From an optimization exercise on the open Yosys and OpenROAD flow, aimed at small area, a short achievable clock period and few clock cycles; shortcuts taken in it are not production practice. Where RTL was checked, it was by simulation tests only, not by an equivalence proof against the original.

## pn_eval_core
module pn_eval_core
#(
    parameter int unsigned OPND_W    = 3,
    parameter int unsigned DATA_W    = 32,
    parameter int unsigned TOK_DEPTH = 16,
    parameter int unsigned STK_DEPTH = 8
) (
    input  logic                     clk,
    input  logic                     rst,
    input  logic                     in_valid,
    input  logic                     mode,
    input  logic                     operator,
    input  logic [OPND_W-1:0]        in,
    output logic                     busy,
    output logic                     out_valid,
    output logic signed [DATA_W-1:0] out,
    output logic                     err
);
    localparam int unsigned TOK_W  = OPND_W + 1;
    localparam int unsigned TCNT_W = $clog2(TOK_DEPTH + 1);
    localparam int unsigned TIDX_W = $clog2(TOK_DEPTH);
    localparam int unsigned SCNT_W = $clog2(STK_DEPTH + 1);
    localparam int unsigned SIDX_W = $clog2(STK_DEPTH);
    localparam int unsigned RF_D   = STK_DEPTH - 2;
    localparam int unsigned OS_D   = 5;                 
    localparam int unsigned DCNT_W = TCNT_W + 1;        
    localparam logic signed [DCNT_W-1:0] D_ONE  = 1;
    localparam logic signed [DCNT_W-1:0] D_MONE = -1;
    localparam logic signed [DCNT_W-1:0] D_MAX  = STK_DEPTH;
    typedef enum logic [2:0] {
        K_NONE, K_PUSH, K_OSPUSH, K_STKOP, K_IMMOP, K_CASC
    } kind_t;
    pn_pkg::state_t state, state_d;
    logic [TOK_W-1:0]  tok_mem [TOK_DEPTH];
    logic [TCNT_W-1:0] wp, rp;
    logic              hd_v;
  ...
==> flow/config.mk <==
export PLATFORM = sky130hd
export DESIGN_NAME = pn_eval_core
export DESIGN_NICKNAME = pn_eval_core
export VERILOG_FILES = /design/flow/design.v
export SDC_FILE = /design/flow/constraint.sdc
export NUM_CORES = 4
export LEC_CHECK = 0
export CAP_MARGIN = 20
export CORE_MARGIN = 2
export CORE_UTILIZATION = 50
export SLEW_MARGIN = 20
==> flow/constraint.sdc <==
create_clock -name core_clock -period 11.0 [get_ports {clk}]
set_input_delay 2.2000 -clock core_clock [delete_from_list [all_inputs] [get_ports {clk}]]
set_output_delay 2.2000 -clock core_clock [all_outputs]
set_load 0.01 [all_outputs]
standard.sh (not shown) runs the stock make flow with config.mk's settings and CLKGATE_MAP_FILE= SYNTH_SCRIPT=/design/flow/synth_recipe.tcl, a recipe that flattens the netlist after the stock synthesis.
==> flow/flow/run.sh <==
#!/bin/bash
set -euo pipefail
bash standard.sh SETUP_SLACK_MARGIN=6.5 finish > standard.log 2>&1
Testbench counts at the start, summed over its fixed seeds: cycles 7,494.
Change:
--- a/flow/design.v
+++ b/flow/design.v
@@ -131,21 +131,21 @@
     assign eop       = (kind == K_STKOP) ? hd[1:0] : os_op[0];
     assign is_alu    = (kind == K_STKOP) || (kind == K_IMMOP) || (kind == K_CASC);
     assign mul_first = is_alu && (eop == pn_pkg::OP_MUL) && !cpa;
     assign complete  = (kind != K_NONE) && !mul_first;
     assign consume   = complete && (kind != K_CASC);
     logic [DATA_W-1:0] alu_a, alu_b, alu_r;
     logic              small0, small1, x_is0, csa_now;
     logic [DATA_W-1:0] mx, r0, r1, r2, cs_s, cs_c;
     logic [2:0]        mm;
     assign alu_a = ({DATA_W{sa_ms}} & ms) | ({DATA_W{sa_t0}} & t0) | ({DATA_W{sa_t1}} & t1);
-    assign alu_b = ({DATA_W{sb_t0}} & t0) | ({DATA_W{sb_bit && t0[0]}} & t1) |
+    assign alu_b = ({DATA_W{sb_t0}} & t0) | ({DATA_W{sb_bit && ms[0]}} & t1) |
                    ({DATA_W{sb_imm}} & h_val);
     pn_alu #(.DATA_W(DATA_W)) u_alu (
         .a      (alu_a),
         .b      (alu_b),
         .op     (aop_q),
         .swap   (rev),
         .result (alu_r)
     );
     assign small0  = (t0[DATA_W-1:OPND_W] == '0);
     assign small1  = (t1[DATA_W-1:OPND_W] == '0);
@@ -186,30 +186,31 @@
         cpa_d  = cpa;
         acc_d  = acc;
         rp_d   = rp;
         if (eng_on) begin
             if (mul_first) begin
                 ms_we = 1'b1;
                 if (csa_now) begin
                     t0_d  = cs_s;
                     ms_d  = cs_c;
                     cpa_d = 1'b1;
-                end else begin
-                    ms_d  = acc ? alu_r : '0;
+                end else if (!acc) begin
+                    ms_d  = t0;
+                    t0_d  = '0;
                     acc_d = 1'b1;
-                    if (acc) begin
-                        t0_d = t0 >> 1;
-                        t1_d = t1 << 1;
-                        if (t0[DATA_W-1:1] == '0) begin
-                            acc_d = 1'b0;
-                            cpa_d = 1'b1;
-                        end
+                end else begin
+                    t0_d = alu_r;
+                    t1_d = t1 << 1;
+                    ms_d = ms >> 1;
+                    if (ms[DATA_W-1:1] == '0) begin
+                        acc_d = 1'b0;
+                        cpa_d = 1'b1;
                     end
                 end
             end else if (complete) begin
                 cpa_d = 1'b0;
                 if (consume) rp_d = rev ? rp - TCNT_W'(1) : rp + TCNT_W'(1);
                 case (kind)
                     K_PUSH: begin
                         rf_we = 1'b1;
                         t1_d  = t0;
                         t0_d  = h_val;
@@ -470,22 +471,22 @@
             cpa  <= cpa_d;
             acc  <= acc_d;
         end
         casc <= casc_n;
         for (int i = 0; i < int'(OS_D); i++) begin
             os_v[i]  <= (i == 0) ? os_v0_n : (!eng_reset && os_v_d[i]);
             os_l[i]  <= os_l_d[i];
             os_op[i] <= os_op_d[i];
         end
         imm_q <= imm_n;
-        sa_ms  <= cpa_n || acc_n;
-        sa_t0  <= !cpa_n && !acc_n && imm_n;
+        sa_ms  <= cpa_n;
+        sa_t0  <= !cpa_n && (acc_n || imm_n);
         sa_t1  <= !cpa_n && !acc_n && !imm_n;
         sb_t0  <= cpa_n || (!acc_n && !imm_n);
         sb_bit <= !cpa_n && acc_n;
         sb_imm <= !cpa_n && !acc_n && imm_n;
         if (cpa_n || acc_n)
             aop_q <= pn_pkg::OP_ADD;
         else if (!pre_n && hd_d[TOK_W-1])
             aop_q <= hd_d[1:0];
         else
             aop_q <= os_op_d[0];
Effect:
- register-to-register slack hardly moves
- design area rose by a few percent
- sequential cell count rises by 1
- setup slack is better by 0.043 ns
- wire length goes up by a few percent
- die area climbs by a few percent
- non-clock buffer count drops by 1
- count of clock-buffer cells in the layout falls by 4
- clock skew fell by 0.011 ns
No functional check of the RTL was part of the second run of this note.

## re-timing with driven ports
In the flow no input, the clock included, has a driving cell. The finished layouts below were timed again as built, in two steps. Step 1 (the two cells are an assumption about what drives the block):
set clk [get_ports {clk}]
set_driving_cell -lib_cell sky130_fd_sc_hd__clkbuf_16 $clk
set_driving_cell -lib_cell sky130_fd_sc_hd__buf_2 [delete_from_list [all_inputs] $clk]
Step 2 times the ports against the registers' clock, not the clock port: input delays grow and output delays shrink by t, the midpoint of the rising clock arrivals with the driver on. Slacks: ideal ports / drivers / drivers and shift; pairs: ideal ports / drivers.
| run | t (ns) | setup slack, ns | clock arrival spread, ns |
|---|---|---|---|
| the first run | 0.679 | 6.570 / 6.508 / 6.029 | 0.039 / 0.038 |
| the second run | 0.676 | 6.613 / 6.552 / 6.000 | 0.027 / 0.027 |
After both steps setup and hold are still met in every run listed. For the second run, which loses most, drivers alone change the setup slack by -0.061 ns; drivers and shift together by -0.613 ns.
